Context: an optimization exercise on an open-source flow, tuned for small area. The choices shown serve that exercise and are no tape-out recipe.
In this exercise RTL edits were held to simulation tests only and were not proved equivalent to the original.

==> flow/design.v <==
module calc_entry_fsm (
    input  logic        clk,
    input  logic        rst_n,
    input  logic [3:0]  key_val,
    input  logic        key_pressed,
    output logic [26:0] disp_mag,
    output logic        disp_neg,
    output logic        err,
    output logic        busy
);
    localparam logic [2:0] S_A = 3'd0, S_B = 3'd1, S_SHOW = 3'd2, S_ERR = 3'd3;
    localparam logic [1:0] OP_ADD = 2'd0, OP_SUB = 2'd1, OP_MUL = 2'd2, OP_DIV = 2'd3;
    localparam logic [26:0] MAX_MAG = 27'd99_999_999;
    localparam logic [4:0]  LFSR_START = 5'b00001, LFSR_END = 5'b10101;
    logic [2:0]  st, st_nx;
    logic        a_s, a_s_nx;        
    logic [26:0] a_m, a_m_nx;        
    logic [13:0] b, b_nx;
    logic        r_s, r_s_nx;        
    logic [26:0] r_m, r_m_nx;        
    logic [26:0] p, p_nx;            
    logic        ovf, ovf_nx;        
    logic [1:0]  op, op_nx;
    logic        bseen, bseen_nx;
    logic       is_digit, is_op, is_eq, is_clr;
    logic [1:0] key_op;
    always_comb begin
        is_digit = key_pressed && (key_val <= 4'd9);
        is_clr   = key_pressed && (key_val == 4'd11);
        is_eq    = key_pressed && (key_val == 4'd15);
        is_op    = key_pressed && (key_val == 4'd10 || key_val == 4'd12 ||
                                   key_val == 4'd13 || key_val == 4'd14);
        key_op   = {key_val[1], key_val[0] | ~key_val[2]};
    end
    logic [9:0]  dx;
    logic [13:0] dy, dq_a, dq_b, dq_c, dq_s, dq_k;
    logic        dc;
    logic        a_small, b_small, b_nz, b_one;
    always_comb begin
        dx      = (st == S_B) ? b[9:0] : (st == S_A) ? a_m[9:0] : 10'd0;
        dq_a    = {1'b0, dx, 3'b000};
        dq_b    = {3'b000, dx, 1'b0};
        dq_c    = {10'd0, key_val};
        dq_s    = dq_a ^ dq_b ^ dq_c;
        dq_k    = {(dq_a[12:0] & dq_b[12:0]) | (dq_a[12:0] & dq_c[12:0]) | (dq_b[12:0] & dq_c[12:0]), 1'b0};
        dc      = 1'b0;
        for (int i = 0; i < 14; i++) begin
            dy[i] = dq_s[i] ^ dq_k[i] ^ dc;
            dc    = (dq_s[i] & dq_k[i]) | (dq_s[i] & dc) | (dq_k[i] & dc);
        end
        a_small = (a_m[13:0] < 14'd1000);
        b_small = (b < 14'd1000);
        b_nz    = (b != 14'd0);
        b_one   = (b == 14'd1);
    end
    logic        dmode, eff_sub, ge, invx, invy, cin;
    logic [26:0] pg;
    logic [30:0] r0, r1, r2, r3, r4, u2;
    logic [30:0] t1, t2, t3, k1, k2, k3, x0, x1;
    logic        ca, c0, c1;
    logic        u2_ovf, p_big, dge;
    always_comb begin
        dmode   = (st == S_B) && is_digit;
        eff_sub = (op == OP_SUB) ^ a_s;
        ge      = (a_m >= {13'd0, b});
        invx    = ~st[2] & eff_sub & ~ge;
        invy    = st[2] | (eff_sub & ge);
        cin     = ~dmode & (invx | invy);
        pg      = st[2] ? 27'd0 : p;
        r0      = {1'b0, pg, 3'b000};
        r1      = {3'b000, pg, cin};
        r2      = (dmode && key_val[3]) ? {1'b0, a_m, 3'b000} :
                  (dmode && key_val[2]) ? {2'b00, a_m, 2'b00} : 31'd0;
        r3      = dmode ? (key_val[1] ? {3'b000, a_m, 1'b0} : 31'd0)
                        : {{17{invx | invy}}, b ^ {14{invy}}};
        r4      = (dmode && !key_val[0]) ? 31'd0
                                         : {4'b0000, a_m[26:14], a_m[13:0] ^ {14{invx & ~dmode}}};
        t1      = r0 ^ r1 ^ r4;
        k1      = {(r0[29:0] & r1[29:0]) | (r0[29:0] & r4[29:0]) | (r1[29:0] & r4[29:0]), 1'b0};
        t2      = t1 ^ k1 ^ r3;
        k2      = {(t1[29:0] & k1[29:0]) | (t1[29:0] & r3[29:0]) | (k1[29:0] & r3[29:0]), 1'b0};
        t3      = t2 ^ k2 ^ r2;
        k3      = {(t2[29:0] & k2[29:0]) | (t2[29:0] & r2[29:0]) | (k2[29:0] & r2[29:0]), 1'b0};
        ca = 1'b0;
        for (int i = 0; i < 10; i++) begin
            u2[i] = t3[i] ^ k3[i] ^ ca;
            ca    = (t3[i] & k3[i]) | (t3[i] & ca) | (k3[i] & ca);
        end
        c0 = 1'b0;
        c1 = 1'b1;
        for (int i = 10; i < 20; i++) begin
            x0[i] = t3[i] ^ k3[i] ^ c0;
            x1[i] = t3[i] ^ k3[i] ^ c1;
            c0    = (t3[i] & k3[i]) | (t3[i] & c0) | (k3[i] & c0);
            c1    = (t3[i] & k3[i]) | (t3[i] & c1) | (k3[i] & c1);
        end
        for (int i = 10; i < 20; i++) u2[i] = ca ? x1[i] : x0[i];
        ca = ca ? c1 : c0;
        c0 = 1'b0;
        c1 = 1'b1;
        for (int i = 20; i < 31; i++) begin
            x0[i] = t3[i] ^ k3[i] ^ c0;
            x1[i] = t3[i] ^ k3[i] ^ c1;
            c0    = (t3[i] & k3[i]) | (t3[i] & c0) | (k3[i] & c0);
            c1    = (t3[i] & k3[i]) | (t3[i] & c1) | (k3[i] & c1);
        end
        for (int i = 20; i < 31; i++) u2[i] = ca ? x1[i] : x0[i];
        u2_ovf  = (u2[30:27] != 4'd0);
        p_big   = (p > MAX_MAG);
        dge     = ~(u2[15] ^ a_m[15]);
    end
    logic fin;
    always_comb begin
        st_nx    = st;
        a_s_nx   = a_s;
        a_m_nx   = a_m;
        b_nx     = b;
        r_s_nx   = r_s;
        r_m_nx   = r_m;
        p_nx     = '0;
        ovf_nx   = 1'b0;
        op_nx    = op;
        bseen_nx = bseen;
        fin      = 1'b0;
        if (is_clr) begin
            st_nx  = S_A;
            a_s_nx = 1'b0;
            a_m_nx = '0;
            r_s_nx = 1'b0;
            r_m_nx = '0;
        end else begin
            case (st)
                S_A: begin
                    if (is_digit) begin
                        if (a_small) a_m_nx = {13'd0, dy};
                    end else if (is_op) begin
                        op_nx    = key_op;
                        b_nx     = '0;
                        bseen_nx = 1'b0;
                        st_nx    = S_B;
                    end
                end
                S_B: begin
                    p_nx   = p;
                    ovf_nx = ovf;
                    if (is_digit) begin
                        bseen_nx = 1'b1;
                        if (b_small) begin
                            b_nx = dy;
                            if (op == OP_MUL) begin
                                p_nx   = u2[26:0];
                                ovf_nx = ovf | u2_ovf;
                            end
                        end
                    end else if ((is_op || is_eq) && bseen) begin
                        st_nx    = {1'b1, op == OP_DIV, is_op};
                        op_nx    = key_op;
                        case (op)
                            OP_ADD, OP_SUB: begin
                                p_nx   = u2[26:0];
                                ovf_nx = 1'b0;
                                a_s_nx = a_s ^ invx;
                            end
                            OP_DIV: begin
                                p_nx   = {a_m[25:0], a_m[26] & b_one};
                                ovf_nx = 1'b0;
                                a_m_nx = {7'd0, LFSR_START, 13'd0, a_m[26] & ~b_one, a_m[25]};
                            end
                            default: ;
                        endcase
                    end else if (is_op) begin
                        op_nx = key_op;
                    end
                end
                default: begin   
                    ovf_nx = ovf;
                    fin    = 1'b1;
                    if (st[1]) begin
                        fin = 1'b0;
                        if (!b_nz) begin
                            st_nx = S_ERR;
                        end else if (a_m[19:15] == LFSR_END) begin
                            fin = 1'b1;
                        end else begin
                            p_nx    = {p[25:0], dge};
                            a_m_nx  = {7'd0, a_m[18:15], a_m[19] ^ a_m[17],
                                       dge ? u2[13:0] : a_m[13:0], p[25]};
                        end
                    end
                    if (fin) begin
                        if (ovf || p_big) begin
                            st_nx  = S_ERR;
                            r_s_nx = 1'b0;
                            r_m_nx = '0;
                        end else begin
                            r_s_nx = a_s;
                            r_m_nx = p;
                            a_m_nx = p;
                            if (st[0]) begin
                                b_nx     = '0;
                                bseen_nx = 1'b0;
                                st_nx    = S_B;
                            end else begin
                                st_nx = S_SHOW;
                            end
                        end
                    end else if (!b_nz && st[1]) begin
                        r_s_nx = 1'b0;
                        r_m_nx = '0;
                    end
                end
                S_SHOW: begin
                    if (is_digit) begin
                        a_s_nx = 1'b0;
                        a_m_nx = {13'd0, dy};
                        st_nx  = S_A;
                    end else if (is_op) begin
                        op_nx    = key_op;
                        b_nx     = '0;
                        bseen_nx = 1'b0;
                        st_nx    = S_B;
                    end
                end
                S_ERR: ;
            endcase
        end
    end
    always_ff @(posedge clk or negedge rst_n) begin
        if (!rst_n) begin
            st  <= S_A;
            a_s <= 1'b0;
            a_m <= '0;
            r_s <= 1'b0;
            r_m <= '0;
        end else begin
            st  <= st_nx;
            a_s <= a_s_nx;
            a_m <= a_m_nx;
            r_s <= r_s_nx;
            r_m <= r_m_nx;
        end
    end
    always_ff @(posedge clk) begin
        b     <= b_nx;
        p     <= p_nx;
        ovf   <= ovf_nx;
        op    <= op_nx;
        bseen <= bseen_nx;
    end
    logic        d_s;
    always_comb begin
        if (st == S_A || (st == S_B && !b_nz)) begin
            d_s      = a_s;
            disp_mag = a_m;
        end else if (st == S_B) begin
            d_s      = 1'b0;
            disp_mag = {13'd0, b};
        end else begin
            d_s      = r_s;
            disp_mag = r_m;
        end
        disp_neg = d_s & (disp_mag != 27'd0);
        err      = (st == S_ERR);
        busy     = st[2];
    end
endmodule
Settings: LEC_CHECK=0, CAP_MARGIN=20, CORE_MARGIN=2, CORE_UTILIZATION=40, SLEW_MARGIN=20; clock period 10.0 ns.
run.sh (not shown) runs the stock make flow with config.mk's settings and CLKGATE_MAP_FILE= SYNTH_SCRIPT=/design/flow/synth_recipe.tcl, a recipe that flattens the netlist after the stock synthesis.
Change:
--- a/flow/design.v
+++ b/flow/design.v
@@ -34,19 +34,9 @@
     end
     logic [9:0]  dx;
-    logic [13:0] dy, dq_a, dq_b, dq_c, dq_s, dq_k;
-    logic        dc;
+    logic [13:0] dy;
     logic        a_small, b_small, b_nz, b_one;
     always_comb begin
         dx      = (st == S_B) ? b[9:0] : (st == S_A) ? a_m[9:0] : 10'd0;
-        dq_a    = {1'b0, dx, 3'b000};
-        dq_b    = {3'b000, dx, 1'b0};
-        dq_c    = {10'd0, key_val};
-        dq_s    = dq_a ^ dq_b ^ dq_c;
-        dq_k    = {(dq_a[12:0] & dq_b[12:0]) | (dq_a[12:0] & dq_c[12:0]) | (dq_b[12:0] & dq_c[12:0]), 1'b0};
-        dc      = 1'b0;
-        for (int i = 0; i < 14; i++) begin
-            dy[i] = dq_s[i] ^ dq_k[i] ^ dc;
-            dc    = (dq_s[i] & dq_k[i]) | (dq_s[i] & dc) | (dq_k[i] & dc);
-        end
+        dy      = {dx, 3'b000} + {3'b000, dx, 1'b0} + {10'd0, key_val};
         a_small = (a_m[13:0] < 14'd1000);
         b_small = (b < 14'd1000);
@@ -57,6 +47,4 @@
     logic [26:0] pg;
     logic [30:0] r0, r1, r2, r3, r4, u2;
-    logic [30:0] t1, t2, t3, k1, k2, k3, x0, x1;
-    logic        ca, c0, c1;
     logic        u2_ovf, p_big, dge;
     always_comb begin
@@ -76,34 +64,5 @@
         r4      = (dmode && !key_val[0]) ? 31'd0
                                          : {4'b0000, a_m[26:14], a_m[13:0] ^ {14{invx & ~dmode}}};
-        t1      = r0 ^ r1 ^ r4;
-        k1      = {(r0[29:0] & r1[29:0]) | (r0[29:0] & r4[29:0]) | (r1[29:0] & r4[29:0]), 1'b0};
-        t2      = t1 ^ k1 ^ r3;
-        k2      = {(t1[29:0] & k1[29:0]) | (t1[29:0] & r3[29:0]) | (k1[29:0] & r3[29:0]), 1'b0};
-        t3      = t2 ^ k2 ^ r2;
-        k3      = {(t2[29:0] & k2[29:0]) | (t2[29:0] & r2[29:0]) | (k2[29:0] & r2[29:0]), 1'b0};
-        ca = 1'b0;
-        for (int i = 0; i < 10; i++) begin
-            u2[i] = t3[i] ^ k3[i] ^ ca;
-            ca    = (t3[i] & k3[i]) | (t3[i] & ca) | (k3[i] & ca);
-        end
-        c0 = 1'b0;
-        c1 = 1'b1;
-        for (int i = 10; i < 20; i++) begin
-            x0[i] = t3[i] ^ k3[i] ^ c0;
-            x1[i] = t3[i] ^ k3[i] ^ c1;
-            c0    = (t3[i] & k3[i]) | (t3[i] & c0) | (k3[i] & c0);
-            c1    = (t3[i] & k3[i]) | (t3[i] & c1) | (k3[i] & c1);
-        end
-        for (int i = 10; i < 20; i++) u2[i] = ca ? x1[i] : x0[i];
-        ca = ca ? c1 : c0;
-        c0 = 1'b0;
-        c1 = 1'b1;
-        for (int i = 20; i < 31; i++) begin
-            x0[i] = t3[i] ^ k3[i] ^ c0;
-            x1[i] = t3[i] ^ k3[i] ^ c1;
-            c0    = (t3[i] & k3[i]) | (t3[i] & c0) | (k3[i] & c0);
-            c1    = (t3[i] & k3[i]) | (t3[i] & c1) | (k3[i] & c1);
-        end
-        for (int i = 20; i < 31; i++) u2[i] = ca ? x1[i] : x0[i];
+        u2      = r0 + r1 + r2 + r3 + r4;
         u2_ovf  = (u2[30:27] != 4'd0);
         p_big   = (p > MAX_MAG);
Cell area drops by 1.4%.
Routed wire length climbs by 3.8%.
Global-route usage climbs by 0.52 points.
Sequential cell count stays the same.

[static timing again, ports no longer ideal]
In the flow no input, the clock included, has a driving cell. The finished layouts below were timed again as built, in two steps.
Step 1 assumes that a clkbuf_16 drives the clock port and a buf_2 every other input.
Step 2 times the ports against the registers' clock, not the clock port: input delays grow and output delays shrink by t, the midpoint of the rising clock arrivals with the driver on.
Three values: ideal ports, drivers, drivers and shift; two values: the first two.
run	t (ns)	setup slack, ns	worst slew at a driven data input, ns	cell pins on the clock port's net
the first run	0.416	0.260 / 0.280 / -0.136	0.03	1
the second run	0.414	1.371 / 1.387 / 0.973	0.03	1
Met with ideal ports but missed after step 2: setup timing in the first run. The setup slack of the second run, which loses most, moves by +0.016 ns with the drivers and by -0.398 ns with both steps.
